Source: an optimization exercise on an open RTL-to-GDS flow (aim: small area and a short achievable clock period). Production flows keep margins and buffers that such runs may drop. Function was checked by simulation only, so behaviour that the tests miss may differ from the original.

## design.v

```verilog
package datapath_pkg;
  localparam int unsigned WIDTH   = 32;
  localparam int unsigned NUM_GPR = 16;
  localparam int unsigned OP_W    = 5;
  localparam int unsigned SH_W    = $clog2(WIDTH);
  localparam int unsigned IMM_W   = 19;
  typedef logic [OP_W-1:0] op_t;
  localparam op_t OP_ADD  = 5'b00011;
  localparam op_t OP_SUB  = 5'b00100;
  localparam op_t OP_AND  = 5'b00101;
  localparam op_t OP_OR   = 5'b00110;
  localparam op_t OP_ROR  = 5'b00111;
  localparam op_t OP_ROL  = 5'b01000;
  localparam op_t OP_SHR  = 5'b01001;
  localparam op_t OP_SHRA = 5'b01010;
  localparam op_t OP_SHL  = 5'b01011;
  localparam op_t OP_MUL  = 5'b01111;
  localparam op_t OP_DIV  = 5'b10000;
  localparam op_t OP_NEG  = 5'b10001;
  localparam op_t OP_NOT  = 5'b10010;
  typedef struct packed {
    logic [WIDTH-1:0] hi;
    logic [WIDTH-1:0] lo;
  } zreg_t;
endpackage
import datapath_pkg::*;
module datapath_alu (
  input  logic [WIDTH-1:0] a,
  input  logic [WIDTH-1:0] b,
  input  logic [OP_W-1:0]  op,
  output logic [2*WIDTH-1:0] result
);
  logic [SH_W-1:0] sh;
  assign sh = b[SH_W-1:0];
  logic signed [2*WIDTH-1:0] prod;
  logic signed [WIDTH-1:0]   quo;
  logic signed [WIDTH-1:0]   rem;
  logic signed [WIDTH-1:0]   sdiv;
  logic signed [WIDTH-1:0]   srem;
  logic                      div_ovf;
  assign prod    = $signed(a) * $signed(b);
  assign sdiv    = $signed(a) / $signed(b);
  assign srem    = $signed(a) % $signed(b);
  assign div_ovf = (a == {1'b1, {(WIDTH-1){1'b0}}}) && (b == '1);
  assign quo     = (b == '0) ? '1 : (div_ovf ? a : sdiv);
  assign rem     = (b == '0) ? a  : (div_ovf ? '0 : srem);
  always_comb begin
    result = '0;
    case (op)
      OP_ADD:  result[WIDTH-1:0] = a + b;
      OP_SUB:  result[WIDTH-1:0] = a - b;
      OP_AND:  result[WIDTH-1:0] = a & b;
      OP_OR:   result[WIDTH-1:0] = a | b;
      OP_ROR:  result[WIDTH-1:0] = (a >> sh) | (a << (7'(WIDTH) - {2'b00, sh}));
      OP_ROL:  result[WIDTH-1:0] = (a << sh) | (a >> (7'(WIDTH) - {2'b00, sh}));
      OP_SHR:  result[WIDTH-1:0] = a >> sh;
      OP_SHRA: result[WIDTH-1:0] = $signed(a) >>> sh;
      OP_SHL:  result[WIDTH-1:0] = a << sh;
      OP_MUL:  result = prod;
      OP_DIV:  result = {rem, quo};
      OP_NEG:  result[WIDTH-1:0] = 32'd0 - b;
      OP_NOT:  result[WIDTH-1:0] = ~b;
      default: result = '0;
    endcase
  end
endmodule
import datapath_pkg::*;
module datapath (
  input  logic             Clock,
  input  logic             clear,
  input  logic [WIDTH-1:0] Mdatain,
  input  logic             Read,
  input  logic             write,
  input  logic R0in,  R1in,  R2in,  R3in,  R4in,  R5in,  R6in,  R7in,
  input  logic R8in,  R9in,  R10in, R11in, R12in, R13in, R14in, R15in,
  input  logic R0out, R1out, R2out, R3out, R4out, R5out, R6out, R7out,
  input  logic R8out, R9out, R10out, R11out, R12out, R13out, R14out, R15out,
  input  logic             PCin,
  input  logic             IRin,
  input  logic             MARin,
  input  logic             MDRin,
  input  logic             Yin,
  input  logic             PCout,
  input  logic             MDRout,
  input  logic             Zlowout,
  input  logic             CSignout,
  input  logic             ZMuxOut,
  input  logic             ZMuxEnbale,
  input  logic             ZSelect,
  input  logic             Zin,
  input  logic             IncPC,
  input  logic             aluin,
  input  logic [OP_W-1:0]  aluControl,
  input  logic             AND,
  output logic [WIDTH-1:0] out
);
  logic [NUM_GPR-1:0][WIDTH-1:0] gpr;
  logic [WIDTH-1:0]   pc, ir, mar, mdr, y, bus;
  logic [2*WIDTH-1:0] z, alu_res;
  logic [NUM_GPR-1:0] r_in, r_out;
  logic [OP_W-1:0]    op_sel;
  assign r_in  = {R15in, R14in, R13in, R12in, R11in, R10in, R9in, R8in,
                  R7in,  R6in,  R5in,  R4in,  R3in,  R2in,  R1in, R0in};
  assign r_out = {R15out, R14out, R13out, R12out, R11out, R10out, R9out, R8out,
                  R7out,  R6out,  R5out,  R4out,  R3out,  R2out,  R1out, R0out};
  assign op_sel = AND ? OP_AND : aluControl;
  datapath_alu u_alu (
    .a      (y),
    .b      (bus),
    .op     (op_sel),
    .result (alu_res)
  );
  always_comb begin
    bus = '0;
    if (ZMuxOut && ZMuxEnbale) bus = ZSelect ? z[2*WIDTH-1:WIDTH] : z[WIDTH-1:0];
    else if (Zlowout)          bus = z[WIDTH-1:0];
    else if (MDRout)           bus = mdr;
    else if (PCout)            bus = pc;
    else if (CSignout)         bus = {{(WIDTH-IMM_W){ir[IMM_W-1]}}, ir[IMM_W-1:0]};
    else begin
      for (int i = NUM_GPR - 1; i >= 0; i--) begin
        if (r_out[i]) bus = gpr[i];
      end
    end
  end
  assign out = bus;
  always_ff @(posedge Clock or posedge clear) begin
    if (clear) begin
      for (int i = 0; i < NUM_GPR; i++) gpr[i] <= '0;
    end else begin
      for (int i = 0; i < NUM_GPR; i++) begin
        if (r_in[i]) gpr[i] <= bus;
      end
    end
  end
  always_ff @(posedge Clock or posedge clear) begin
    if (clear) begin
      pc  <= '0;
      ir  <= '0;
      mar <= '0;
      mdr <= '0;
      y   <= '0;
      z   <= '0;
    end else begin
      if (PCin)  pc  <= bus;
      if (IRin)  ir  <= bus;
      if (MARin) mar <= bus;
      if (MDRin) mdr <= Read ? Mdatain : bus;
      if (Yin)   y   <= bus;
      if (Zin && IncPC) z <= {{WIDTH{1'b0}}, bus + 32'd1};
      else if (aluin)   z <= alu_res;
      else if (Zin)     z <= {{WIDTH{1'b0}}, bus};
    end
  end
  logic unused_sigs;
  assign unused_sigs = ^{write, mar, ir[WIDTH-1:IMM_W]};
endmodule
```

## run.sh

```bash
#!/bin/bash
# synth_recipe.tcl (not shown) runs the flow's synth.tcl, then flattens the netlist and writes it again
# the make line also repeats each setting of config.mk as NAME=value (left out here)
make -C /OpenROAD-flow-scripts/flow DESIGN_CONFIG=/design/flow/config.mk WORK_HOME=/design/flow/orfs CLKGATE_MAP_FILE= SYNTH_SCRIPT=/design/flow/synth_recipe.tcl finish
```

## config.mk

```make
export PLATFORM = sky130hd
export DESIGN_NAME = datapath
export DESIGN_NICKNAME = datapath
export VERILOG_FILES = /design/flow/design.v
export SDC_FILE = /design/flow/constraint.sdc
export NUM_CORES = 4
export LEC_CHECK = 0
export CAP_MARGIN = 20
export CORE_MARGIN = 2
export CORE_UTILIZATION = 45
export SLEW_MARGIN = 20
```

## constraint.sdc

```tcl
create_clock -name core_clock -period 150.0 [get_ports {Clock}]
set_input_delay 30.0000 -clock core_clock [delete_from_list [all_inputs] [get_ports {Clock}]]
set_output_delay 30.0000 -clock core_clock [all_outputs]
set_load 0.01 [all_outputs]
```

==> results of run 1 <==
-- synth_stat cells, types with 44 or more instances --
cell type  instances
nand2_1         1785
nor2_1          1565
inv_1           1332
fa_1            1085
a21oi_1         1082
ha_1             806
o21ai_0          719
dfrtp_1          691
clkbuf_1         644
xnor2_1          396
mux2_2           335
nor3_1           299
mux2i_1          221
nand3_1          213
a21o_1           212
xor2_1           208
o21a_1           189
a31oi_1          188
nor2b_1          139
buf_1            135
nand4_1          115
o211ai_1         115
o22ai_1          111
buf_2            107
nand2b_1         106
a221oi_1         105
a211oi_1          90
or3_1             90
o31ai_1           87
o221ai_1          68
and2_1            65
and3_1            65
or2_2             64
nor4_1            58
a22oi_1           53
nand3b_1          48
o21bai_1          44
-- path summary, 6_finish.rpt --
check / to / cells after the start
hold / removal: z[39] / 2
setup reg to reg: z[31] / 433
setup / recovery: z[31] / 437
hold reg to reg: z[39] / 2
max in group asynchronous: gpr[118] / 4
min in group asynchronous: gpr[431] / 2
-- state kept, by name, summed over array words and instances, names as in the netlist --
register,flops
z,64
gpr,512
y,32
mdr,32
pc,32
ir,19
-- worst max-delay path, delay by kind of cell --
| kind | cells | cell delay (ps) |
|---|---|---|
| fa+ha+maj | 31 | 9670 |
| simple gates | 134 | 36210 |
| mux | 10 | 3430 |
| compound gates | 207 | 52340 |
| buf+inv | 55 | 13170 |
-- logic make-up (layout without fill, tap and decap cells) --
group / Yosys count / after routing / share of synthesized area [%]
flip-flops: 691 / 691 / 15.1
AND/OR/NAND/NOR: 4803 / 4803 / 19.0
adder cells (fa/ha/maj): 1894 / 1894 / 27.8
multiplexers: 557 / 557 / 5.24
buffers and inverters: 2275 / 2965 / 7.70
other: 0 / 32 / 0
XOR/XNOR: 604 / 604 / 4.62
AO/OA/AOI/OAI: 3639 / 3639 / 20.6
-- layer usage --
metal / global-route usage, % / vias up / part of all wire, %
li1: - / 51100 / -
met1: 57.4 / 58200 / 40
met2: 61.8 / 7605 / 41
met3: 13.5 / 1636 / 13
met4: 24.7 / 32 / 7.0
met5: 0.333 / - / 0.050
-- layout by cell type, fill, tap and decap left out, drive strengths merged, types with 44 or more instances in the layout --
master	n
or3	91
a21o	212
nand2	1787
a211oi	95
nor2	1578
nand4	125
fa	1085
and3	66
a31oi	191
o211ai	116
mux2	335
or2	74
ha	806
o22ai	111
nor3	316
inv	1349
a21boi	45
nand3	222
mux2i	221
o221ai	69
nor2b	139
clkbuf	103
nand2b	107
clkdlybuf4s50	86
nand3b	48
o31ai	91
and2	65
xnor2	396
xor2	208
dfrtp	691
o21a	189
a21oi	1087
o21ai	750
nor4	72
a221oi	107
buf	1382
a22oi	53
o21bai	44
-- per-stage QoR --
stage | std cells | utilization (%) | setup WS (ps) | hold slack (ps)
after CTS | 18500 | 51.1 | 8830 | 492
after floorplan | 14500 | - | 21720 | 449
after global placement | 18400 | 50.0 | 8670 | 473
after global routing | 18500 | 51.1 | 481 | 513
after detailed placement | 18400 | 50.0 | 8670 | 479
final | 18600 | 51.2 | 5360 | 491
-- final cells by class --
cell class / instances / area [um^2]
repair buffers: 1468 / 11300
flip-flops and latches: 691 / 17300
clock buffers: 103 / 2200
fillers: 25200 / 124000
diodes: 32 / 80.1
clock inverters: 33 / 489
well taps: 3366 / 4210
inverters: 1361 / 5130
multi-input cells: 11500 / 89000
==> impl_metrics.ini, run 1 <==
[clock_tree]
cts_root_buffer = clkbuf_16
cts.repair.resized = 0
ctsHoldBuffers = 0
htreeDepth = 3
cts_setup_buffers = 0
cts_sinks = 691
worstSkewPairLatency_ps = 700
path_clk_slew_ps = 60
cts_buffers = 78
cts_tree = yes
cts_buffer_depth = 3

[sta]
final.setup.tns_ps = 0
period_needed_ps = 144640
finalHoldViolCount = 0
max_freq_ghz = 0.00691
layout_worst_path_cycle_share_pct = 96.4
rsz0062_at_grt = false
tightest_slew_ps = 1420
fin_skew_ps = 49.8
setup_viol = 0
maxSlewViolCount = 0
slew_headroom_pct = 4.88

[global_routing]
grt.total_usage_pct = 43.2
first_global_vias = 113000
grt_overflow = 0
grt_pass1_wl_mm = 813
antenna_found_initial = 53
grt_max_degree = 174

[detailed_routing]
ant_nets = 0
routed_via_density = 6.39
wirelength_mm = 571
drcViolationCount = 0
avgRoutedWirePerCell_um = 30.8
vias = 119000
drt_iter0_drc = 15500
dr.pass1.iters = 6

[critical_path]
critPathSlowestCell = a2111oi_0
worstSetupPathType = in2reg
critPathLaunch = ZMuxOut
arrival_ps = 145170
cpPeakStageDelay_ps = 1010
cp-start-kind = input port
cp.required_ps = 150530
r2r_slack_ps = 35750
crit_top_cell = buf_4
worstReg2RegStart = mdr[3]
worstPathMaxFanout = 33
crit_path_end_kind = flop

[logic_synthesis]
synth_largest_area_cell = fa_1
syn-cell-area_mm2 = 0.115
ys_seq_elements = 691
synth-main-ff-cell = dfrtp_1
synth_edf_count = 0
synth_nets = 16400
yosysSeqAreaShare_pct = 15.1
synth.distinct_cells = 129
synth.avg_cell_area_um2 = 7.93
synthTopCellsByArea = fa_1, dfrtp_1, ha_1
synth_top_area_share_pct = 19.0
synthArstFlopShare_pct = 100
yosys_warnings = 2
postSynthCellCount = 14500

[layout]
syn_to_final_growth_pct = 13.2
final_nets = 17100
layout-drive-gt1-share_pct = 14.5
final_area_mm2 = 0.130

[placed_design]
io_buffer_count = 118
place.gp.congestion = 1.10
place_area_mm2 = 0.127
hpwl_mm = 436

[die]
ios = 121
initial_core_util_pct = 45.2
rows = 185
die_x_um = 509
coreArea_mm2 = 0.254
die_area_mm2 = 0.259
die_y_um = 509

[outcome]
status = complete, no violations

[worst_hold_path]
min_path_type = reg2reg
hold_start = z[39]

[flow_run]
drv_cap = 0
==> run 2, diff against run 1 <==
--- a/design.v
+++ b/design.v
@@ -24,6 +24,112 @@
   } zreg_t;
 endpackage
 import datapath_pkg::*;
+module datapath_muldiv (
+  input  logic        [31:0] a,
+  input  logic        [31:0] b,
+  input  logic               mul,
+  output logic        [63:0] prod,
+  output logic        [31:0] quo,
+  output logic        [31:0] rem
+);
+  logic [31:0] an, bn;
+  logic        bz;
+  assign an = a[31] ? 32'd0 - a : a;
+  assign bn = b[31] ? 32'd0 - b : b;
+  assign bz = (b == 32'd0);
+  logic [7:0]      nz4;
+  logic [7:0][1:0] l4;
+  logic [3:0]      nz8;
+  logic [3:0][2:0] l8;
+  logic [1:0]      nz16;
+  logic [1:0][3:0] l16;
+  logic [4:0]      s;
+  for (genvar i = 0; i < 8; i++) begin : g_lz4
+    assign nz4[i] = |bn[4*i+3:4*i];
+    assign l4[i]  = bn[4*i+3] ? 2'd0 : bn[4*i+2] ? 2'd1 : bn[4*i+1] ? 2'd2 : 2'd3;
+  end
+  for (genvar i = 0; i < 4; i++) begin : g_lz8
+    assign nz8[i] = nz4[2*i+1] | nz4[2*i];
+    assign l8[i]  = nz4[2*i+1] ? {1'b0, l4[2*i+1]} : {1'b1, l4[2*i]};
+  end
+  for (genvar i = 0; i < 2; i++) begin : g_lz16
+    assign nz16[i] = nz8[2*i+1] | nz8[2*i];
+    assign l16[i]  = nz8[2*i+1] ? {1'b0, l8[2*i+1]} : {1'b1, l8[2*i]};
+  end
+  assign s = nz16[1] ? {1'b0, l16[1]} : {1'b1, l16[0]};
+  logic [31:0] dn;
+  logic [63:0] x;
+  assign dn = bn << s;
+  assign x  = {32'd0, an} << s;
+  logic [34:0] opnd;
+  assign opnd = mul ? {{3{b[31]}}, b} : {3'b000, dn};
+  logic [34:0] ss [0:32];
+  logic [34:0] cc [0:32];
+  logic [31:0] dp, dm;            
+  logic [31:0] hs, hc, hm;        
+  assign ss[0] = mul ? 35'd4 : {3'b000, x[63:32]};    
+  assign cc[0] = '0;
+  function automatic logic [1:0] qsel(input logic [3:0] p, input logic [3:0] r);
+    logic [3:0] v;
+    v = p + r;
+    qsel = {~v[3], v[3] & ~(v[2] & v[1] & v[0])};
+  endfunction
+  assign {dp[0], dm[0]} = mul ? {a[31], 1'b0} : qsel({2'b00, x[63:62]}, 4'd0);
+  for (genvar j = 0; j < 32; j++) begin : g_row
+    logic [34:0] us, uc, e, ad, mj;
+    assign us = {ss[j][33:0], 1'b0};
+    assign uc = {cc[j][33:0], mul ? 1'b0 : x[31-j]};
+    assign e  = ({35{dp[j]}} & ~opnd) | ({35{dm[j]}} & opnd);
+    assign ad = {e[34] ^ mul, e[33:0]};
+    assign mj = (us & uc) | (us & ad) | (uc & ad);
+    assign ss[j+1] = us ^ uc ^ ad;
+    assign cc[j+1] = {mj[33:0], dp[j]};
+    assign hs[j] = ss[j][34];
+    assign hc[j] = cc[j][34];
+    assign hm[j] = mj[34];
+    if (j < 31) begin : g_next
+      logic [34:29] mp, mm;
+      logic [34:30] sp, sz, sm, kp, kz, km;
+      logic [1:0]   np, nz, nm;
+      assign mp = ~opnd[34:29];
+      assign mm = opnd[34:29];
+      assign sp = us[34:30] ^ uc[34:30] ^ mp[34:30];
+      assign sm = us[34:30] ^ uc[34:30] ^ mm[34:30];
+      assign sz = us[34:30] ^ uc[34:30];
+      assign kp = (us[33:29] & uc[33:29]) | (us[33:29] & mp[33:29]) | (uc[33:29] & mp[33:29]);
+      assign km = (us[33:29] & uc[33:29]) | (us[33:29] & mm[33:29]) | (uc[33:29] & mm[33:29]);
+      assign kz = us[33:29] & uc[33:29];
+      assign np = mul ? {1'b0, a[30-j]} : qsel(sp[33:30], kp[33:30]);
+      assign nz = mul ? {1'b0, a[30-j]} : qsel(sz[33:30], kz[33:30]);
+      assign nm = mul ? {1'b0, a[30-j]} : qsel(sm[33:30], km[33:30]);
+      assign {dp[j+1], dm[j+1]} = dp[j] ? np : (dm[j] ? nm : nz);
+    end
+  end
+  logic [63:0] ps, pc, pm;
+  for (genvar p = 35; p < 64; p++) begin : g_hi
+    assign ps[p] = hs[66-p];
+    assign pc[p] = hc[66-p];
+    assign pm[p] = hm[66-p];
+  end
+  assign ps[34:0] = ss[32];
+  assign pc[34:0] = cc[32];
+  assign pm[34:0] = '0;
+  assign prod = ps + pc + pm;
+  logic [34:0] t;
+  logic        tneg;
+  logic [31:0] rx, qp, qn, uq, ur;
+  for (genvar k = 0; k < 32; k++) begin : g_q
+    assign qp[31-k] = dp[k];
+    assign qn[31-k] = dm[k];
+  end
+  assign t    = ss[32] + cc[32];
+  assign tneg = t[34];
+  assign uq   = qp + ~qn + {31'd0, ~tneg};
+  assign rx   = t[31:0] + (tneg ? dn : 32'd0);
+  assign ur   = rx >> s;
+  assign quo  = bz ? 32'hFFFF_FFFF : ((a[31] ^ b[31]) ? 32'd0 - uq : uq);
+  assign rem  = bz ? a : (a[31] ? 32'd0 - ur : ur);
+endmodule
 module datapath_alu (
   input  logic [WIDTH-1:0] a,
   input  logic [WIDTH-1:0] b,
@@ -32,18 +138,9 @@
 );
   logic [SH_W-1:0] sh;
   assign sh = b[SH_W-1:0];
-  logic signed [2*WIDTH-1:0] prod;
-  logic signed [WIDTH-1:0]   quo;
-  logic signed [WIDTH-1:0]   rem;
-  logic signed [WIDTH-1:0]   sdiv;
-  logic signed [WIDTH-1:0]   srem;
-  logic                      div_ovf;
-  assign prod    = $signed(a) * $signed(b);
-  assign sdiv    = $signed(a) / $signed(b);
-  assign srem    = $signed(a) % $signed(b);
-  assign div_ovf = (a == {1'b1, {(WIDTH-1){1'b0}}}) && (b == '1);
-  assign quo     = (b == '0) ? '1 : (div_ovf ? a : sdiv);
-  assign rem     = (b == '0) ? a  : (div_ovf ? '0 : srem);
+  logic [2*WIDTH-1:0] prod;
+  logic [WIDTH-1:0]   quo, rem;
+  datapath_muldiv u_md (.a(a), .b(b), .mul(op == OP_MUL), .prod(prod), .quo(quo), .rem(rem));
   always_comb begin
     result = '0;
     case (op)
==> run 2 against run 1 <==
Still clean on timing, DRC and antenna. Synthesized cell count decreased by 6.8%. Clock skew decreased by 3.5 ps. Hold slack got worse by 9.6 ps. Cell count decreased by 11%. Final area decreased by 5.5%. Synthesized area increased by 0.43%. Utilization decreased by 2.9 points. Sequential cell count unchanged. Via count decreased by 13%.
==> impl_metrics.ini, run 2 <==
[detailed_routing]
routed_via_density = 6.26
vias = 103000
avgRoutedWirePerCell_um = 30.2
ant_nets = 0
drt_iter0_drc = 11900
wirelength_mm = 496
dr.pass1.iters = 7
drcViolationCount = 0

[sta]
finalHoldViolCount = 0
max_freq_ghz = 0.00779
slew_headroom_pct = 13.3
maxSlewViolCount = 0
fin_skew_ps = 46.2
holdWs_ps = 481
layout_worst_path_cycle_share_pct = 85.6
setup_viol = 0
fin_ws_ps = 21590
final.setup.tns_ps = 0
tightest_slew_ps = 1290
rsz0062_at_grt = false
period_needed_ps = 128410

[critical_path]
arrival_ps = 128990
critPathSlowestCell = fa_1
crit_top_cell = a21oi_1
cp.required_ps = 150580
worstPathMaxFanout = 38
cp-start-kind = input port
worstSetupPathType = in2reg
crit_path_end_kind = flop
cpPeakStageDelay_ps = 810

[logic_synthesis]
yosys_warnings = 5
synth.most_common_cell = nor2_1
synth-main-ff-cell = dfrtp_1
syn-cell-area_mm2 = 0.115
synth.distinct_cells = 117
ys_seq_elements = 691
synth_largest_area_cell = fa_1
yosysSeqAreaShare_pct = 15.0
netlist_top_cells_count = nor2_1, fa_1, inv_1
postSynthCellCount = 13500
synth_top_area_share_pct = 24.2
synthArstFlopShare_pct = 100
synth_edf_count = 0
synth.avg_cell_area_um2 = 8.54
synthTopCellsByArea = fa_1, dfrtp_1, ha_1
synth_nets = 15700

[die]
die_y_um = 510
ios = 121
die_x_um = 510
die_area_mm2 = 0.260
rows = 185
initial_core_util_pct = 45.3
coreArea_mm2 = 0.254

[global_routing]
busiest_layer = met2
first_global_vias = 103000
grt_pass1_wl_mm = 717
grt_max_degree = 155
grt_overflow = 0
antenna_found_initial = 57
use_met1_pct = 51.3
use_met3_pct = 8.76
grt.total_usage_pct = 37.7
grtUsageMet2_pct = 55.9

[clock_tree]
cts_setup_buffers = 0
cts_buffer_depth = 3
worstSkewPairLatency_ps = 670
cts_buffers = 81
cts_root_buffer = clkbuf_16
htreeDepth = 3
ctsHoldBuffers = 0
cts_tree = yes
cts.repair.resized = 0
cts_sinks = 691
path_clk_slew_ps = 60

[layout]
final_common_cell = nor2_1
layout-drive-gt1-share_pct = 10.2
syn_to_final_growth_pct = 6.57
reg_top3 = gpr (512), z (64)
final_nets = 15200
top_register = gpr
mostFrequentLayoutCells = nor2_1, fa_1, inv_1
fill_cells = 24400
final_area_mm2 = 0.123
largest_reg_flops = 512

[outcome]
status = complete, no violations

[flow_run]
drv_cap = 0

[placed_design]
dpl_worst_slack_ps = 22720
place.gp.congestion = 1.04
place_area_mm2 = 0.120
hpwl_mm = 386
io_buffer_count = 118

[worst_hold_path]
min_path_type = reg2reg
-- run 2: changes by cell type after synthesis, moves of 126 or more --
cell / change
o21a_1: -165
nand2_1: -722
nand3_1: -126
nor3_1: -196
mux2i_1: +313
clkbuf_1: +208
fa_1: +304
a21oi_1: +185
mux2_2: +243
-- run 2: worst max-delay path, delay by kind of cell --
family                     cells  cell delay (ps)
AOI/OAI and AO/OA            151            33690
xor gates and xnor gates      35             6900
adders and majority gates     52            22620
buffers and inverters         62            18000
muxes                          5             1970
and+or+nand+nor               64            15360
-- run 2: kinds of logic after synthesis --
kind of cell / count (synthesis) / share of synthesized area, %
muxes: 1120 / 10.4
AOI/OAI and AO/OA: 3372 / 18.2
buffers and inverters: 2360 / 7.80
and+or+nand+nor: 3186 / 11.7
adders and majority gates: 2079 / 31.7
xor gates and xnor gates: 675 / 5.18
DFF: 691 / 15.0
-- run 2: worst paths after layout --
kind | start | to | slack [ps] | cells after the start
setup reg to reg | gpr[482] | z[57] | 52090 | 368
hold reg to reg | z[23] | z[23] | 480 | 2
max in group asynchronous | clear | y[31] | 117720 | 4
setup / recovery | R11out | z[57] | 21590 | 369
hold / removal | z[23] | z[23] | 480 | 2
min in group asynchronous | clear | gpr[424] | 29910 | 2
-- run 2: layer usage --
layer | part of all wire (%) | vias up
met5 | 0.048 | -
met3 | 10 | 1173
li1 | - | 44400
met1 | 41 | 51900
met2 | 43 | 5411
met4 | 6.0 | 34
-- run 2: cell type report --
type                            count  area, um^2  area share, %
Multi-Input combinational cell  10400       89600           73.0
Sequential cell                   691       17300           14.1
Inverter                         1330        5020           4.09
Tap cell                         3366        4210           3.43
Timing Repair Buffer              473        3810           3.10
Clock buffer                      123        2440           1.99
Clock inverter                     23         253          0.206
Antenna cell                       21        52.6         0.0428
-- run 2: per-stage QoR --
stage,utilization [%],instances
after floorplan,-,13500
after global placement,47.1,16300
after detailed placement,47.2,16300
after CTS,48.2,16400
after global routing,48.3,16400
final,48.3,16500
==> run 3, diff against run 2 <==
--- a/design.v
+++ b/design.v
@@ -61,68 +61,84 @@
   logic [63:0] x;
   assign dn = bn << s;
   assign x  = {32'd0, an} << s;
-  logic [34:0] opnd;
-  assign opnd = mul ? {{3{b[31]}}, b} : {3'b000, dn};
-  logic [34:0] ss [0:32];
-  logic [34:0] cc [0:32];
-  logic [31:0] dp, dm;            
-  logic [31:0] hs, hc, hm;        
-  assign ss[0] = mul ? 35'd4 : {3'b000, x[63:32]};    
+  logic signed [6:0] m2, m1, m0, mm1;
+  always_comb begin
+    case (dn[30:28])
+      3'd0:    {m2, m1, m0, mm1} = {7'sd12, 7'sd3, -7'sd5,  -7'sd13};
+      3'd1:    {m2, m1, m0, mm1} = {7'sd14, 7'sd4, -7'sd6,  -7'sd15};
+      3'd2:    {m2, m1, m0, mm1} = {7'sd15, 7'sd4, -7'sd6,  -7'sd16};
+      3'd3:    {m2, m1, m0, mm1} = {7'sd16, 7'sd4, -7'sd7,  -7'sd18};
+      3'd4:    {m2, m1, m0, mm1} = {7'sd18, 7'sd5, -7'sd8,  -7'sd20};
+      3'd5:    {m2, m1, m0, mm1} = {7'sd19, 7'sd5, -7'sd8,  -7'sd21};
+      3'd6:    {m2, m1, m0, mm1} = {7'sd20, 7'sd5, -7'sd9,  -7'sd23};
+      default: {m2, m1, m0, mm1} = {7'sd22, 7'sd6, -7'sd10, -7'sd25};
+    endcase
+  end
+  logic [34:0] op1, op2;
+  assign op1 = mul ? {{3{b[31]}}, b} : {3'b000, dn};
+  assign op2 = {op1[33:0], 1'b0};
+  logic [34:0] ss [0:16];
+  logic [34:0] cc [0:16];
+  logic [15:0] k1, k2, kn;        
+  logic [15:0] hs0, hs1, hc0, hc1, hm;    
+  assign ss[0] = mul ? 35'h0_AAAA_AAAC : {3'b000, x[63:32]};
   assign cc[0] = '0;
-  function automatic logic [1:0] qsel(input logic [3:0] p, input logic [3:0] r);
-    logic [3:0] v;
-    v = p + r;
-    qsel = {~v[3], v[3] & ~(v[2] & v[1] & v[0])};
-  endfunction
-  assign {dp[0], dm[0]} = mul ? {a[31], 1'b0} : qsel({2'b00, x[63:62]}, 4'd0);
-  for (genvar j = 0; j < 32; j++) begin : g_row
+  for (genvar j = 0; j < 16; j++) begin : g_row
     logic [34:0] us, uc, e, ad, mj;
-    assign us = {ss[j][33:0], 1'b0};
-    assign uc = {cc[j][33:0], mul ? 1'b0 : x[31-j]};
-    assign e  = ({35{dp[j]}} & ~opnd) | ({35{dm[j]}} & opnd);
+    logic signed [6:0] v;
+    logic        q2, q1, q0, qm1;
+    logic        bk2, bk1, bk0;
+    assign us = {ss[j][32:0], 2'b00};
+    assign uc = {cc[j][32:0], mul ? 2'b00 : x[31-2*j:30-2*j]};
+    assign v   = us[34:28] + uc[34:28];
+    assign q2  = v >= m2;
+    assign q1  = v >= m1;
+    assign q0  = v >= m0;
+    assign qm1 = v >= mm1;
+    assign bk2 = a[31-2*j];
+    assign bk1 = a[30-2*j];
+    if (j < 15) begin : g_b
+      assign bk0 = a[29-2*j];
+    end else begin : g_b0
+      assign bk0 = 1'b0;
+    end
+    assign kn[j] = mul ? bk2 : q1;
+    assign k1[j] = mul ? (bk1 ^ bk0) : ((q1 & ~q2) | (qm1 & ~q0));
+    assign k2[j] = mul ? ((bk2 & ~bk1 & ~bk0) | (~bk2 & bk1 & bk0)) : (q2 | ~qm1);
+    assign e  = (({35{k1[j]}} & op1) | ({35{k2[j]}} & op2)) ^ {35{kn[j]}};
     assign ad = {e[34] ^ mul, e[33:0]};
     assign mj = (us & uc) | (us & ad) | (uc & ad);
     assign ss[j+1] = us ^ uc ^ ad;
-    assign cc[j+1] = {mj[33:0], dp[j]};
-    assign hs[j] = ss[j][34];
-    assign hc[j] = cc[j][34];
-    assign hm[j] = mj[34];
-    if (j < 31) begin : g_next
-      logic [34:29] mp, mm;
-      logic [34:30] sp, sz, sm, kp, kz, km;
-      logic [1:0]   np, nz, nm;
-      assign mp = ~opnd[34:29];
-      assign mm = opnd[34:29];
-      assign sp = us[34:30] ^ uc[34:30] ^ mp[34:30];
-      assign sm = us[34:30] ^ uc[34:30] ^ mm[34:30];
-      assign sz = us[34:30] ^ uc[34:30];
-      assign kp = (us[33:29] & uc[33:29]) | (us[33:29] & mp[33:29]) | (uc[33:29] & mp[33:29]);
-      assign km = (us[33:29] & uc[33:29]) | (us[33:29] & mm[33:29]) | (uc[33:29] & mm[33:29]);
-      assign kz = us[33:29] & uc[33:29];
-      assign np = mul ? {1'b0, a[30-j]} : qsel(sp[33:30], kp[33:30]);
-      assign nz = mul ? {1'b0, a[30-j]} : qsel(sz[33:30], kz[33:30]);
-      assign nm = mul ? {1'b0, a[30-j]} : qsel(sm[33:30], km[33:30]);
-      assign {dp[j+1], dm[j+1]} = dp[j] ? np : (dm[j] ? nm : nz);
-    end
-  end
-  logic [63:0] ps, pc, pm;
-  for (genvar p = 35; p < 64; p++) begin : g_hi
-    assign ps[p] = hs[66-p];
-    assign pc[p] = hc[66-p];
-    assign pm[p] = hm[66-p];
-  end
-  assign ps[34:0] = ss[32];
-  assign pc[34:0] = cc[32];
+    assign cc[j+1] = {mj[33:0], kn[j]};
+    assign hs0[j] = ss[j][33];
+    assign hs1[j] = ss[j][34];
+    assign hc0[j] = cc[j][33];
+    assign hc1[j] = cc[j][34];
+    assign hm[j]  = mj[34];
+  end
+  logic [63:0] pa, pb, pm;
+  assign pa[34:0] = ss[16];
+  assign pb[34:0] = cc[16];
   assign pm[34:0] = '0;
-  assign prod = ps + pc + pm;
+  for (genvar j = 1; j < 16; j++) begin : g_hi
+    assign pa[65-2*j] = hs0[j];
+    assign pb[65-2*j] = hc0[j];
+    assign pm[65-2*j] = hm[j];
+    if (j >= 2) begin : g_even
+      assign pa[66-2*j] = hs1[j];
+      assign pb[66-2*j] = hc1[j];
+      assign pm[66-2*j] = 1'b0;
+    end
+  end
+  assign prod = pa + pb + pm;
   logic [34:0] t;
   logic        tneg;
   logic [31:0] rx, qp, qn, uq, ur;
-  for (genvar k = 0; k < 32; k++) begin : g_q
-    assign qp[31-k] = dp[k];
-    assign qn[31-k] = dm[k];
-  end
-  assign t    = ss[32] + cc[32];
+  for (genvar j = 0; j < 16; j++) begin : g_q
+    assign qp[31-2*j:30-2*j] = {k2[j] & kn[j], k1[j] & kn[j]};
+    assign qn[31-2*j:30-2*j] = {k2[j] & ~kn[j], k1[j] & ~kn[j]};
+  end
+  assign t    = ss[16] + cc[16];
   assign tneg = t[34];
   assign uq   = qp + ~qn + {31'd0, ~tneg};
   assign rx   = t[31:0] + (tneg ? dn : 32'd0);
==> run 3 against run 2 <==
Wire length increased by 5.2%. Non-clock buffer count increased by 90. Sequential share of layout area increased by 2.8 points. Highest routed layer unchanged.
==> impl_metrics.ini, run 3 <==
[flow_run]
drv_cap = 0

[detailed_routing]
vias = 96900
wirelength_mm = 522
dr.pass1.iters = 13
routed_via_density = 6.81
avgRoutedWirePerCell_um = 36.7
top_layer = met5
drt-met1-wl_mm = 188
drcViolationCount = 0
met3_length_mm = 56.1
route.met2.wl_mm = 222
drt_iter0_drc = 13500
ant_nets = 0

[logic_synthesis]
synth_edf_count = 0
synth_top_area_share_pct = 18.4
synth-main-ff-cell = dfrtp_1
synth.avg_cell_area_um2 = 8.12
yosysSeqAreaShare_pct = 18.4
postSynthCellCount = 11600
synthArstFlopShare_pct = 100
synth_nets = 12900
synth.distinct_cells = 122
synthTopCellsByArea = dfrtp_1, fa_1, ha_1
synth.most_common_cell = nor2_1
ys_seq_elements = 691
yosys_warnings = 5
syn-cell-area_mm2 = 0.0942
synth_largest_area_cell = dfrtp_1
netlist_top_cells_count = nor2_1, a21oi_1, nand2_1

[global_routing]
grt_pass1_wl_mm = 719
grt_max_degree = 164
grt.total_usage_pct = 47.7
first_global_vias = 91900
grt_overflow = 0
antenna_found_initial = 57

[critical_path]
r2r_slack_ps = 55980
rr_worst_depth = 352
critPathSlowestCell = a2111oi_2
worstPathMaxFanout = 49
r2r_end = z[60]
worstReg2RegStart = gpr[59]
cp.required_ps = 150580
arrival_ps = 125020
cpPeakStageDelay_ps = 910
crit_path_end_kind = flop
cp-start-kind = input port
crit_top_cell = fa_1
worstSetupPathType = in2reg

[clock_tree]
worstSkewPairLatency_ps = 720
cts_sinks = 691
cts_root_buffer = clkbuf_16
cts_tree = yes
cts.repair.resized = 0
htreeDepth = 3
cts_buffers = 76
ctsHoldBuffers = 0
cts_buffer_depth = 3
cts_setup_buffers = 0
path_clk_slew_ps = 60

[die]
ios = 121
die_x_um = 462
coreArea_mm2 = 0.207
initial_core_util_pct = 45.4
die_area_mm2 = 0.213
die_y_um = 462
rows = 167

[sta]
fin_skew_ps = 59.7
period_needed_ps = 124450
layout_worst_path_cycle_share_pct = 83.0
rsz0062_at_grt = false
maxSlewViolCount = 0
final.setup.tns_ps = 0
tightest_slew_ps = 1260
max_freq_ghz = 0.00804
setup_viol = 0
finalHoldViolCount = 0
slew_headroom_pct = 15.4

[worst_hold_path]
hold_end = z[11]
min_path_cells = 1
min_path_type = reg2reg
hold_start = z[11]

[layout]
syn_to_final_growth_pct = 8.54
final_area_mm2 = 0.102
mostFrequentLayoutCells = nor2_1, a21oi_1, nand2_1
largest_reg_flops = 512
reg_top3 = gpr (512), z (64)
layout-drive-gt1-share_pct = 10.4
final_nets = 12600
final_common_cell = nor2_1
stdcell_count = 14200
top_register = gpr

[placed_design]
place.gp.congestion = 1.07
io_buffer_count = 118
hpwl_mm = 396
place_area_mm2 = 0.0993
dp.cells = 14100

[outcome]
status = complete, no violations
## run 3: critical path, delay by kind of cell
family,cells,cell delay (ps)
xor+xnor,32,7340
fa+ha+maj,64,26210
mux,5,1420
compound gates,130,32120
simple gates,68,14240
buf+inv,55,12990
## run 3: cell families after synthesis
logic type      Yosys count  synth area share (%)
flops                   691                  18.4
simple gates           2861                  13.9
mux                     672                  7.67
fa+ha+maj              1183                  20.2
xor+xnor                965                  8.97
compound gates         3478                  23.6
buf+inv                1756                  7.27
## run 3: worst max-delay path by stage
stage	slack [ps]	cells past startpoint	to	startpoint
global route	21100	353	z[60]	Zlowout
finish	25550	354	z[60]	R3out
global placement	28180	356	z[60]	R3out
floorplan	39140	360	z[62]	R7out
detailed placement	26980	353	z[60]	R3out
CTS	27410	353	z[60]	R3out
## run 3: metrics by stage
step	hold slack (ps)	worst slack [ps]	util, %
after global placement	463	28180	47.8
final	482	25550	49.3
after global routing	489	21100	49.2
after CTS	479	27410	49.2
after floorplan	440	39140	-
after detailed placement	467	26980	47.9
## run 3: layer usage
layer / global-route usage [%] / vias to the layer above
li1: - / 40400
met1: 56.9 / 47900
met2: 71.7 / 6690
met3: 11.5 / 1877
met4: 42.0 / 38
met5: 0 / -
## run 3: final cells by class
| class | instances | area [um^2] |
|---|---|---|
| inverters | 854 | 3210 |
| repair buffers | 563 | 4450 |
| well taps | 2788 | 3490 |
| clock inverters | 34 | 589 |
| diodes | 32 | 80.1 |
| multi-input cells | 9159 | 70900 |
| flip-flops and latches | 691 | 17300 |
| clock buffers | 106 | 2180 |
| fillers | 20300 | 105000 |
==> run 4, diff against run 3 <==
--- a/design.v
+++ b/design.v
@@ -154,24 +154,40 @@
 );
   logic [SH_W-1:0] sh;
   assign sh = b[SH_W-1:0];
+  logic             is_neg, inv;
+  logic [WIDTH-1:0] xa, sum;
+  assign is_neg = (op == OP_NEG);
+  assign inv    = (op == OP_SUB) | is_neg;
+  assign xa     = is_neg ? '0 : a;
+  assign sum    = xa + (b ^ {WIDTH{inv}}) + {{(WIDTH-1){1'b0}}, inv};
+  logic             left;
+  logic [SH_W-1:0]  r;
+  logic [WIDTH-1:0] rot, ge;     
+  logic [WIDTH-1:0] shr_m;       
+  assign left = (op == OP_ROL) | (op == OP_SHL);
+  assign r    = left ? (SH_W'(0) - sh) : sh;
+  logic [2*WIDTH-1:0] rot2;
+  assign rot2 = {a, a} >> r;
+  assign rot  = rot2[WIDTH-1:0];
+  for (genvar i = 0; i < WIDTH; i++) begin : g_mask
+    assign ge[i]    = (SH_W'(i) >= sh);
+    assign shr_m[i] = ge[WIDTH-1-i];
+  end
   logic [2*WIDTH-1:0] prod;
   logic [WIDTH-1:0]   quo, rem;
   datapath_muldiv u_md (.a(a), .b(b), .mul(op == OP_MUL), .prod(prod), .quo(quo), .rem(rem));
   always_comb begin
     result = '0;
     case (op)
-      OP_ADD:  result[WIDTH-1:0] = a + b;
-      OP_SUB:  result[WIDTH-1:0] = a - b;
+      OP_ADD, OP_SUB, OP_NEG: result[WIDTH-1:0] = sum;
       OP_AND:  result[WIDTH-1:0] = a & b;
       OP_OR:   result[WIDTH-1:0] = a | b;
-      OP_ROR:  result[WIDTH-1:0] = (a >> sh) | (a << (7'(WIDTH) - {2'b00, sh}));
-      OP_ROL:  result[WIDTH-1:0] = (a << sh) | (a >> (7'(WIDTH) - {2'b00, sh}));
-      OP_SHR:  result[WIDTH-1:0] = a >> sh;
-      OP_SHRA: result[WIDTH-1:0] = $signed(a) >>> sh;
-      OP_SHL:  result[WIDTH-1:0] = a << sh;
+      OP_ROR, OP_ROL: result[WIDTH-1:0] = rot;
+      OP_SHR:  result[WIDTH-1:0] = rot & shr_m;
+      OP_SHRA: result[WIDTH-1:0] = (rot & shr_m) | ({WIDTH{a[WIDTH-1]}} & ~shr_m);
+      OP_SHL:  result[WIDTH-1:0] = rot & ge;
       OP_MUL:  result = prod;
       OP_DIV:  result = {rem, quo};
-      OP_NEG:  result[WIDTH-1:0] = 32'd0 - b;
       OP_NOT:  result[WIDTH-1:0] = ~b;
       default: result = '0;
     endcase
==> flow/run.sh (new file) <==
#!/bin/bash
# The standard layout, with timing repair aimed at a setup slack margin
# (see ORFS SETUP_SLACK_MARGIN): the clock period and constraints are unchanged,
# repair just keeps working on the critical paths past zero slack.
set -euo pipefail
export SETUP_SLACK_MARGIN="$(cat flow/setup_margin)"
bash standard.sh finish > standard.log 2>&1
==> flow/setup_margin (new file) <==
50
==> standard.sh (new file) <==
#!/bin/bash
# synth_recipe.tcl (not shown) runs the flow's synth.tcl, then flattens the netlist and writes it again
# the make line also repeats each setting of config.mk as NAME=value (left out here)
make -C /OpenROAD-flow-scripts/flow DESIGN_CONFIG=/design/flow/config.mk WORK_HOME=/design/flow/orfs CLKGATE_MAP_FILE= SYNTH_SCRIPT=/design/flow/synth_recipe.tcl "${@:-finish}"
removed: run.sh
==> run 4 against run 3 <==
Register-to-register slack improved by 24000 ps. Global-route usage down 4.9 points. Critical path depth decreased by 3. Synthesized cell count down 8.3%. Clock-buffer cell count up 12. Sequential share of layout area shrank 1.0 points. Sequential cell count stayed put. Still clean. Final area increased by 6.5%. Worst setup slack better by 25000 ps. Die area shrank 4.5%. Hold slack better by 16 ps.
==> impl_metrics.ini, run 4 <==
[outcome]
status = complete, no violations

[clock_tree]
ctsHoldBuffers = 0
cts_root_buffer = clkbuf_16
cts_tree = yes
htreeDepth = 3
worstSkewPairLatency_ps = 690
cts_buffers = 76
path_clk_slew_ps = 60
cts_buffer_depth = 3
cts_sinks = 691

[logic_synthesis]
synth_edf_count = 0
yosys.area_share.simple_pct = 13.0
netlist_top_cells_count = nor2_1, a21oi_1, xnor2_1
synth-main-ff-cell = dfrtp_1
synth.most_common_cell = nor2_1
synth_top_family_by_area = compound AO/OA/AOI/OAI gates
synthArstFlopShare_pct = 100
muxShareOfSynthArea_pct = 8.69
synth.avg_cell_area_um2 = 8.45
postSynthCellCount = 10600
synth_nets = 11900
synth_top_area_share_pct = 19.2
ys_seq_elements = 691
synthTopCellsByArea = dfrtp_1, fa_1, ha_1
synthAdderAreaFrac_pct = 21.1
yosys_warnings = 5
syn-cell-area_mm2 = 0.0900
synth_xor_area_share_pct = 9.25
synth_compound_area_share_pct = 21.9
yosysSeqAreaShare_pct = 19.2
synth_largest_area_cell = dfrtp_1
synth.distinct_cells = 132

[critical_path]
worstSetupPathType = in2reg
critPathSlowestCell = or4_4
crit_path_end_kind = flop
crit_top_cell = a21oi_2
worstPathMaxFanout = 50
cp.required_ps = 150500
cpPeakStageDelay_ps = 660
arrival_ps = 100190
r2r_slack_ps = 79900
cp-start-kind = input port

[sta]
maxSlewViolCount = 0
rsz0062_at_grt = true
final.setup.tns_ps = 0
fin_skew_ps = 55.5
tightest_slew_ps = 1320
period_needed_ps = 99690
holdWs_ps = 498
finalHoldViolCount = 0
slew_headroom_pct = 9.62
max_freq_ghz = 0.0100
layout_worst_path_cycle_share_pct = 66.5
setup_viol = 0

[layout]
top_register = gpr
final_common_cell = nor2_1
syn_to_final_growth_pct = 21.1
largest_reg_flops = 512
stdcell_count = 13700
final_area_mm2 = 0.109
reg_top3 = gpr (512), z (64)
mostFrequentLayoutCells = nor2_1, buf_4, nand2_1
final_nets = 12200
layout-drive-gt1-share_pct = 21.8

[detailed_routing]
dr.pass1.iters = 9
avgRoutedWirePerCell_um = 33.5
routed_via_density = 6.61
wirelength_mm = 458
ant_nets = 0
drcViolationCount = 0
drt_iter0_drc = 12500
vias = 90400

[global_routing]
antenna_found_initial = 31
grt.total_usage_pct = 42.9
grt_max_degree = 175
grt_pass1_wl_mm = 633
first_global_vias = 86100
grt_overflow = 0

[die]
die_x_um = 451
initial_core_util_pct = 45.2
die_area_mm2 = 0.204
ios = 121
die_y_um = 451
coreArea_mm2 = 0.199
rows = 164

[placed_design]
place.gp.congestion = 1.08
place_area_mm2 = 0.0949
dp.cells = 13000
io_buffer_count = 118
hpwl_mm = 323

[worst_hold_path]
min_path_type = reg2reg

[flow_run]
drv_cap = 0
==> run 4: cell types whose count changed after synthesis, sizes merged, moves of 103 or more <==
cell,delta
a22oi,+170
o21ai,-151
nor2,-263
o22ai,-213
mux2,+103
a21oi,-159
==> run 4: worst paths after layout <==
path                       startpoint        to  cells after the start
setup / recovery               R10out     z[43]                    351
hold / removal                  z[38]     z[38]                      2
setup reg to reg             gpr[150]     z[43]                    351
hold reg to reg                 z[38]     z[38]                      2
max in group asynchronous       clear  gpr[366]                      6
min in group asynchronous       clear      z[5]                      2
==> run 4: final cells by class <==
cell class                 instances  area [um^2]
timing repair buffer            1035        10500
multi-input combinational       8365        72100
clock inverter                    21          340
inverter                         772         3060
clock buffer                     118         2270
antenna                           12         30.0
tap                             2656         3320
timing repair inverter             1         8.76
sequential                       691        17300
fill                           18000        90300
==> run 4: worst max-delay path, delay by kind of cell <==
kind                       cells  cell delay, ps
AOI/OAI and AO/OA            134           24450
xor gates and xnor gates      30            4650
adders and majority gates     57           21470
buffers and inverters         57            7940
muxes                          3             610
and+or+nand+nor               70           10670
==> run 4: layer usage <==
| metal | track usage (%) | share of wire, % | vias up |
|---|---|---|---|
| met5 | 0 | 0.11 | - |
| met4 | 25.7 | 7.5 | 32 |
| met2 | 58.5 | 39 | 6032 |
| met3 | 16.8 | 15 | 1350 |
| li1 | - | - | 38100 |
| met1 | 56.6 | 38 | 44900 |
==> run 4: cell families after synthesis <==
| kind of cell | count (synthesis) |
|---|---|
| compound gates | 3003 |
| xor+xnor | 948 |
| fa+ha+maj | 1179 |
| buf+inv | 1597 |
| flops | 691 |
| mux | 726 |
| other cells | 1 |
| simple gates | 2503 |
==> run 4: metrics by stage <==
| stage | setup WS [ps] | util [%] |
|---|---|---|
| 4_1_cts | 50010 | 51.9 |
| 6_report | 50310 | 54.7 |
| 3_5_place_dp | 31290 | 47.6 |
| 5_1_grt | 48090 | 54.6 |
| 3_3_place_gp | 31760 | 47.6 |
| 2_1_floorplan | 50050 | - |
==> run 4: timing repair <==
action / 4_1_cts / 5_1_grt
pin swaps: 218 / 412
resized for setup: 624 / 605
endpoints found under the setup margin: 64 / 63
setup buffers: 239 / 263
endpoints found under the hold margin: 0 / 0
cloned: 42 / 23
==> run 5, diff against run 4 <==
==> flow/setup_margin (replaced) <==
65
==> run 5 against run 4 <==
Still clean on timing, DRC and antenna. Global-route usage is 1.3 points higher. Sequential cell count did not move. Wire length is 1.7% higher. Final area is 2.9% higher. Clock skew fell by 18 ps. Synthesized area did not move. Register-to-register slack better by 880 ps. Via count increased by 2.2%. Worst setup slack improved by 960 ps. First-iteration DRC count is 5.3% higher. Critical path type unchanged. Critical endpoint unchanged. Highest routed layer unchanged.
==> impl_metrics.ini, run 5 <==
[detailed_routing]
drcViolationCount = 0
drt_iter0_drc = 13100
avgRoutedWirePerCell_um = 33.8
routed_via_density = 6.69
wirelength_mm = 466
vias = 92400
dr.pass1.iters = 9
ant_nets = 0

[layout]
layout-drive-gt1-share_pct = 24.9
final_area_mm2 = 0.112
final_util_pct = 56.3
final_common_cell = buf_4
largest_reg_flops = 512
multi_input_area_mm2 = 0.0743
syn_to_final_growth_pct = 24.6
top_register = gpr
stdcell_count = 13800
final_nets = 12300
mostFrequentLayoutCells = buf_4, nor2_1, nand2_1
fill_cells = 17600
reg_top3 = gpr (512), z (64)
regArea_mm2 = 0.0173

[logic_synthesis]
syn-cell-area_mm2 = 0.0900
synth_nets = 11900
synth.avg_cell_area_um2 = 8.45
ys_seq_elements = 691
synth_edf_count = 0
synth_top_area_share_pct = 19.2
synthArstFlopShare_pct = 100
postSynthCellCount = 10600
yosysSeqAreaShare_pct = 19.2
synth.most_common_cell = nor2_1
synth.distinct_cells = 132
synthTopCellsByArea = dfrtp_1, fa_1, ha_1
yosys_warnings = 5
synth-main-ff-cell = dfrtp_1
netlist_top_cells_count = nor2_1, a21oi_1, xnor2_1
synth_largest_area_cell = dfrtp_1

[die]
coreArea_mm2 = 0.199
rows = 164
die_area_mm2 = 0.204
die_y_um = 451
die_x_um = 451
initial_core_util_pct = 45.2
ios = 121

[global_routing]
grtUsageMet2_pct = 60.7
grt_overflow = 0
grt_max_degree = 83
use_met1_pct = 57.1
first_global_vias = 87900
busiest_layer = met2
grt.total_usage_pct = 44.2
grt_pass1_wl_mm = 651
antenna_found_initial = 42
use_met3_pct = 18.7

[sta]
fin_skew_ps = 37.1
setup_viol = 0
period_needed_ps = 98740
rsz0062_at_grt = true
slew_headroom_pct = 15.6
layout_worst_path_cycle_share_pct = 65.8
tightest_slew_ps = 1260
finalHoldViolCount = 0
holdWs_ps = 493
max_freq_ghz = 0.0101
fin_ws_ps = 51260
final.setup.tns_ps = 0
maxSlewViolCount = 0

[placed_design]
dpl_worst_slack_ps = 36150
place.gp.congestion = 1.09
dp.cells = 12900
io_buffer_count = 118
place_area_mm2 = 0.0956
hpwl_mm = 322

[worst_hold_path]
min_path_cells = 1
hold_start = z[10]
min_path_type = reg2reg
hold_end = z[10]

[critical_path]
worstSetupPathType = in2reg
cp.required_ps = 150470
worstReg2RegStart = gpr[150]
crit_top_cell = buf_4
arrival_ps = 99210
path_delay_family = compound AO/OA/AOI/OAI gates
r2r_end = z[43]
critPathSlowestCell = fa_2
rr_worst_depth = 350
r2r_slack_ps = 80780
worstPathMaxFanout = 31
cpPeakStageDelay_ps = 640
crit_path_end_kind = flop
cp-start-kind = input port
crit_buf_inv = 69

[clock_tree]
cts_buffer_depth = 3
htreeDepth = 3
worstSkewPairLatency_ps = 690
path_clk_slew_ps = 60
cts_root_buffer = clkbuf_16
cts_sinks = 691
cts_buffers = 78
cts_tree = yes
ctsHoldBuffers = 0

[outcome]
status = complete, no violations

[flow_run]
drv_cap = 0
run 5: cell families after synthesis:
group	synth area share [%]
fa+ha+maj	21.1
mux	8.69
flops	19.2
buf+inv	6.88
simple gates	13.0
xor+xnor	9.25
compound gates	21.9
other cells	0.00417
run 5: timing repair:
action | 4_1_cts | 5_1_grt
endpoints found under the setup margin | 64 | 64
gates cloned | 60 | 5
pin swaps | 441 | 406
gates resized for setup | 1006 | 421
setup buffers | 458 | 176
run 5: metal layers:
metal | vias up | routed length, um
met5 | - | 410
met4 | 30 | 36200
met3 | 1576 | 69200
met2 | 6473 | 184000
met1 | 45900 | 177000
li1 | 38400 | -
run 5: how the worst max path moves through the flow:
stage,start,end,slack [ps],depth (start not counted)
3_5_place_dp,R9out,z[43],36150,334
3_3_place_gp,R9out,z[43],36750,335
6_report,R10out,z[43],51260,353
5_1_grt,R7out,z[55],49340,364
4_1_cts,R7out,z[60],52460,353
2_1_floorplan,R2out,z[63],55180,353
run 5: final cells by class:
class                      count  area share [%]
tap                         2656            2.96
inverter                     772            2.74
antenna                       22          0.0491
multi-input combinational   8369            66.3
timing repair buffer        1157            10.2
clock inverter                29           0.343
sequential                   691            15.4
timing repair inverter         2          0.0123
clock buffer                 108            2.00
==> run 6, diff against run 5 <==
==> run.sh (new file) <==
#!/bin/bash
# synth_recipe.tcl (not shown) runs the flow's synth.tcl, then flattens the netlist and writes it again
# the make line also repeats each setting of config.mk as NAME=value (left out here)
make -C /OpenROAD-flow-scripts/flow DESIGN_CONFIG=/design/flow/config.mk WORK_HOME=/design/flow/orfs CLKGATE_MAP_FILE= SYNTH_SCRIPT=/design/flow/synth_recipe.tcl finish
removed: flow/run.sh
removed: flow/setup_margin
removed: standard.sh
==> run 6 against run 5 <==
Still clean on timing, DRC and antenna. Die area unchanged. Synthesized area stayed put. Via count decreased by 6.7%. Critical endpoint is now z[55].
==> impl_metrics.ini, run 6 <==
[worst_hold_path]
min_path_type = reg2reg
hold_start = z[38]
hold_end = z[38]
min_path_cells = 2

[detailed_routing]
top_layer = met5
drt-met1-wl_mm = 168
met3_length_mm = 53.2
routed_via_density = 6.59
vias = 86200
route.met2.wl_mm = 169
avgRoutedWirePerCell_um = 32.0
dr.pass1.iters = 8
drt_iter0_drc = 11700
ant_nets = 0
wirelength_mm = 419
drcViolationCount = 0

[layout]
final_area_mm2 = 0.0970
top_register = gpr
stdcell_count = 13100
mostFrequentLayoutCells = nor2_1, a21oi_1, xnor2_1
final_common_cell = nor2_1
largest_reg_flops = 512
syn_to_final_growth_pct = 7.82
layout-drive-gt1-share_pct = 11.0
final_util_pct = 48.7
final_nets = 11600
reg_top3 = gpr (512), z (64)

[outcome]
status = complete, no violations

[die]
die_x_um = 451
coreArea_mm2 = 0.199
ios = 121
die_y_um = 451
die_area_mm2 = 0.204
rows = 164
initial_core_util_pct = 45.2

[global_routing]
grt_max_degree = 109
grt_overflow = 0
antenna_found_initial = 38
grt_pass1_wl_mm = 600
first_global_vias = 82600
grt.total_usage_pct = 40.1

[critical_path]
worstPathMaxFanout = 39
worstReg2RegStart = gpr[160]
cp.depth = 341
crit_path_end_kind = flop
cpPeakStageDelay_ps = 1000
r2r_slack_ps = 56870
path_delay_family = compound AO/OA/AOI/OAI gates
cp.required_ps = 150580
worstSetupPathType = in2reg
cp-start-kind = input port
r2r_end = z[55]
arrival_ps = 123920
crit_top_cell = a21oi_1
critPathSlowestCell = nor4_1
rr_worst_depth = 339
crit_buf_inv = 47

[placed_design]
hpwl_mm = 318
io_buffer_count = 118
place_area_mm2 = 0.0944
place.gp.congestion = 1.09
dp.cells = 12900

[logic_synthesis]
synth.most_common_cell = nor2_1
muxShareOfSynthArea_pct = 8.69
synthArstFlopShare_pct = 100
synthAdderAreaFrac_pct = 21.1
synth_largest_area_cell = dfrtp_1
ys_seq_elements = 691
yosys.area_share.simple_pct = 13.0
synth.distinct_cells = 132
netlist_top_cells_count = nor2_1, a21oi_1, xnor2_1
synth-main-ff-cell = dfrtp_1
postSynthCellCount = 10600
synth_xor_area_share_pct = 9.25
synth_top_family_by_area = compound AO/OA/AOI/OAI gates
synth_top_area_share_pct = 19.2
yosys_warnings = 5
syn-cell-area_mm2 = 0.0900
synth_compound_area_share_pct = 21.9
synth_nets = 11900
synth.avg_cell_area_um2 = 8.45
yosysSeqAreaShare_pct = 19.2
synth_edf_count = 0
synthTopCellsByArea = dfrtp_1, fa_1, ha_1

[sta]
period_needed_ps = 123340
tightest_slew_ps = 1370
final.setup.tns_ps = 0
slew_headroom_pct = 8.28
setup_viol = 0
finalHoldViolCount = 0
max_freq_ghz = 0.00811
layout_worst_path_cycle_share_pct = 82.2
rsz0062_at_grt = false
maxSlewViolCount = 0
fin_skew_ps = 55.1

[clock_tree]
htreeDepth = 3
worstSkewPairLatency_ps = 710
cts.repair.resized = 0
cts_setup_buffers = 0
cts_buffer_depth = 3
path_clk_slew_ps = 60
ctsHoldBuffers = 0
cts_buffers = 78
cts_root_buffer = clkbuf_16
cts_tree = yes
cts_sinks = 691

[flow_run]
drv_cap = 0
[run 6: cell counts after synthesis]
No cell type changed its count.
[run 6: final cells by class]
cell class              instances  area (um^2)
diodes                          8         20.0
clock buffers                 116         2290
clock inverters                16          256
fillers                     19100       102000
inverters                     772         2910
multi-input cells            8360        67300
flip-flops and latches        691        17300
well taps                    2656         3320
repair buffers                462         3630
[run 6: how the worst max path moves through the flow]
| stage | startpoint | endpoint | slack [ps] |
|---|---|---|---|
| 6_report | R3out | z[55] | 26660 |
| 5_1_grt | R3out | z[55] | 21540 |
| 4_1_cts | R12out | z[43] | 28360 |
| 3_5_place_dp | R12out | z[43] | 28070 |
| 3_3_place_gp | R12out | z[43] | 28940 |
| 2_1_floorplan | R2out | z[63] | 40180 |
[run 6: worst reg2reg max path, delay by kind of cell, from the launching register on]
kind / cells / cell delay [ps]
muxes: 4 / 970
xor gates and xnor gates: 30 / 7020
and+or+nand+nor: 82 / 19810
buffers and inverters: 44 / 11980
DFF: 1 / 370
AOI/OAI and AO/OA: 123 / 29290
adders and majority gates: 56 / 23500
[run 6: metrics by stage]
step / hold slack (ps) / worst slack, ps
floorplan: 442 / 40180
CTS: 494 / 28360
finish: 492 / 26660
detailed placement: 481 / 28070
global route: 509 / 21540
global placement: 473 / 28940
[run 6: logic make-up after synthesis]
logic type	count (synthesis)
AND/OR/NAND/NOR	2503
buffers and inverters	1597
adder cells (fa/ha/maj)	1179
XOR/XNOR	948
AO/OA/AOI/OAI	3003
other	1
multiplexers	726
flip-flops	691
[run 6: metal layers]
metal | vias up | GRT usage [%]
met3 | 1090 | 12.3
met5 | - | 0
met2 | 5335 | 57.0
met4 | 34 | 21.2
li1 | 36900 | -
met1 | 42900 | 54.4
==> run 7, diff against run 6 <==
--- a/design.v
+++ b/design.v
@@ -138,7 +138,7 @@
     assign qp[31-2*j:30-2*j] = {k2[j] & kn[j], k1[j] & kn[j]};
     assign qn[31-2*j:30-2*j] = {k2[j] & ~kn[j], k1[j] & ~kn[j]};
   end
-  assign t    = ss[16] + cc[16];
+  assign t    = prod[34:0];    
   assign tneg = t[34];
   assign uq   = qp + ~qn + {31'd0, ~tneg};
   assign rx   = t[31:0] + (tneg ? dn : 32'd0);
--- a/config.mk
+++ b/config.mk
@@ -5,6 +5,7 @@
 export SDC_FILE = /design/flow/constraint.sdc
 export NUM_CORES = 4
 export LEC_CHECK = 0
+export ABC_AREA = 1
 export CAP_MARGIN = 20
 export CORE_MARGIN = 2
 export CORE_UTILIZATION = 45
==> run 7 against run 6 <==
Clock-buffer cell count fell by 1. Utilization barely moved. Global-route usage rose by 4.4 points. Clock skew fell by 16 ps. Hold slack got worse by 18 ps. Via count rose by 9.8%. Die area fell by 0.27%. Worst setup slack got worse by 1300 ps. Critical path depth rose by 79. Sequential cell count did not move. Largest cell class unchanged. Highest routed layer unchanged.
==> impl_metrics.ini, run 7 <==
[sta]
period_needed_ps = 124680
tightest_slew_ps = 1260
max_freq_ghz = 0.00802
final.setup.tns_ps = 0
rsz0062_at_grt = false
slew_headroom_pct = 15.7
maxSlewViolCount = 0
setup_viol = 0
finalHoldViolCount = 0
layout_worst_path_cycle_share_pct = 83.1
fin_skew_ps = 39.3

[detailed_routing]
dr.pass1.iters = 7
avgRoutedWirePerCell_um = 30.2
drt_iter0_drc = 11400
ant_nets = 0
routed_via_density = 6.17
drcViolationCount = 0
vias = 94700
wirelength_mm = 464

[critical_path]
path_delay_family = simple AND/OR/NAND/NOR gates
cp.required_ps = 150610
cp-start-kind = input port
crit_path_end_kind = flop
worstPathMaxFanout = 46
cpPeakStageDelay_ps = 910
worstSetupPathType = in2reg
critPathSlowestCell = xor2_1
arrival_ps = 125280
crit_buf_inv = 59
crit_top_cell = nand2_1

[logic_synthesis]
synth-main-ff-cell = dfrtp_1
synthArstFlopShare_pct = 100
syn-cell-area_mm2 = 0.0897
synth_edf_count = 0
synth_nets = 14200
netlist_top_cells_count = nand2_1, inv_1, a21oi_1
postSynthCellCount = 13000
yosysSeqAreaShare_pct = 19.3
synthTopCellsByArea = dfrtp_1, fa_1, nand2_1
synth_largest_area_cell = dfrtp_1
yosys_warnings = 5
ys_seq_elements = 691
synth.most_common_cell = nand2_1
synth.distinct_cells = 76
synth_top_area_share_pct = 19.3
synth.avg_cell_area_um2 = 6.91

[flow_run]
drv_cap = 0

[die]
ios = 121
initial_core_util_pct = 45.4
die_area_mm2 = 0.203
die_y_um = 451
rows = 163
coreArea_mm2 = 0.198
die_x_um = 451

[layout]
syn_to_final_growth_pct = 7.33
reg_top3 = gpr (512), z (64)
mostFrequentLayoutCells = nand2_1, inv_1, a21oi_1
final_common_cell = nand2_1
regArea_mm2 = 0.0173
fill_cells = 20100
largest_reg_flops = 512
final_nets = 13900
layout-drive-gt1-share_pct = 6.93
final_util_pct = 48.7
multi_input_area_mm2 = 0.0636
top_register = gpr

[clock_tree]
cts_buffer_depth = 3
cts_buffers = 76
htreeDepth = 3
cts_sinks = 691
ctsHoldBuffers = 0
cts_root_buffer = clkbuf_16
path_clk_slew_ps = 60
cts.repair.resized = 0
worstSkewPairLatency_ps = 690
cts_setup_buffers = 0
cts_tree = yes

[global_routing]
grt.total_usage_pct = 44.6
grt_max_degree = 110
grt_pass1_wl_mm = 655
first_global_vias = 89800
grt_overflow = 0
antenna_found_initial = 35

[worst_hold_path]
min_path_type = reg2reg

[placed_design]
io_buffer_count = 118
place.gp.congestion = 1.09
hpwl_mm = 357

[outcome]
status = complete, no violations
-- run 7: changes by cell type after synthesis, moves of 143 or more --
cell      delta
nand3_1    +683
nor2b_1    -143
nor2_1     +202
xor2_1     +539
mux2i_1    -270
a21oi_1    +259
nand2_1   +1846
nand2b_1   -152
a22oi_1    -305
xnor2_1    -729
inv_1      +699
o21ai_0    +436
mux2_2     -425
o22ai_1    +263
-- run 7: through the flow --
stage / hold WS [ps] / area, um^2 / cells / setup WS [ps]
after floorplan: 444 / 89700 / 13000 / 50260
after global placement: 457 / 93600 / 15200 / 28970
after detailed placement: 461 / 93700 / 15200 / 27980
after CTS: 477 / 96200 / 15300 / 28340
after global routing: 501 / 96300 / 15300 / 21200
final: 474 / 96300 / 15400 / 25320
-- run 7: worst paths after layout --
kind	start	endpoint	slack, ps	cells after the start
max reg2reg	gpr[454]	z[56]	55570	419
max in group asynchronous	clear	ir[8]	117010	5
max	R12out	z[56]	25320	420
min in group asynchronous	clear	gpr[454]	29860	2
min	z[60]	z[60]	470	2
min reg2reg	z[60]	z[60]	470	2
-- run 7: kinds of logic (layout without fill, tap and decap cells) --
family / after synthesis / after routing / synth area share (%)
mux: 27 / 27 / 0.301
simple gates: 4889 / 4889 / 23.1
xor+xnor: 757 / 757 / 7.40
buf+inv: 2413 / 2141 / 10.4
fa+ha+maj: 1141 / 1141 / 20.3
flops: 691 / 691 / 19.3
other cells: 1 / 16 / 0.00418
compound gates: 3058 / 3058 / 19.2
-- run 7: layout make-up --
cell class,count,share of cell area [%]
antenna,15,0.0390
clock buffer,115,2.34
clock inverter,18,0.273
inverter,1533,5.99
multi-input combinational,9873,66.0
sequential,691,18.0
tap,2640,3.43
timing repair buffer,475,3.94
-- run 7: worst register-to-register path: cells and delay by family (launching register included) --
kind | cells | cell delay [ps]
xor+xnor | 29 | 8470
flops | 1 | 380
simple gates | 186 | 28190
fa+ha+maj | 55 | 23180
buf+inv | 56 | 14240
compound gates | 93 | 20070
-- run 7: layer usage --
layer  GRT usage, %  part of all wire [%]
met5          0.355                 0.045
met4           35.9                   9.9
met3           10.8                    10
met2           67.2                    43
met1           54.2                    37

==> separate check: timing with driven ports <==
The results above use ideal ports. As a check the final layouts listed here were re-extracted and re-timed, cells and wires unchanged.
Step 1, drivers: a clkbuf_16 drives Clock and a buf_2 each remaining input, both assumed.
Step 2 also shifts input and output timing later by t, the mid clock arrival at the registers, as if the neighbouring blocks saw the same clock.
Three values: ideal ports, drivers, drivers and shift; two values: the first two.
run | t (ns) | setup slack, ns | latest minus earliest clock arrival (ns) | worst register clock-pin slew, ns | worst data-port slew with drivers (ns)
run 1 | 0.755 | 5.356 / 5.413 / 4.658 | 0.050 / 0.050 | 0.07 / 0.07 | 0.22
run 2 | 0.758 | 21.590 / 21.664 / 20.905 | 0.046 / 0.047 | 0.07 / 0.07 | 0.39
run 3 | 0.782 | 25.551 / 25.612 / 24.830 | 0.060 / 0.059 | 0.08 / 0.08 | 0.20
run 4 | 0.742 | 50.308 / 50.368 / 49.625 | 0.057 / 0.057 | 0.07 / 0.07 | 0.14
run 5 | 0.756 | 51.264 / 51.322 / 50.566 | 0.037 / 0.037 | 0.07 / 0.07 | 0.13
run 6 | 0.766 | 26.658 / 26.719 / 25.954 | 0.055 / 0.055 | 0.08 / 0.08 | 0.12
run 7 | 0.751 | 25.325 / 25.384 / 24.633 | 0.040 / 0.040 | 0.07 / 0.07 | 0.18
After both steps every run listed still meets setup and hold. For run 3, which loses most, drivers alone change the setup slack by +0.061 ns; drivers and shift together by -0.721 ns.
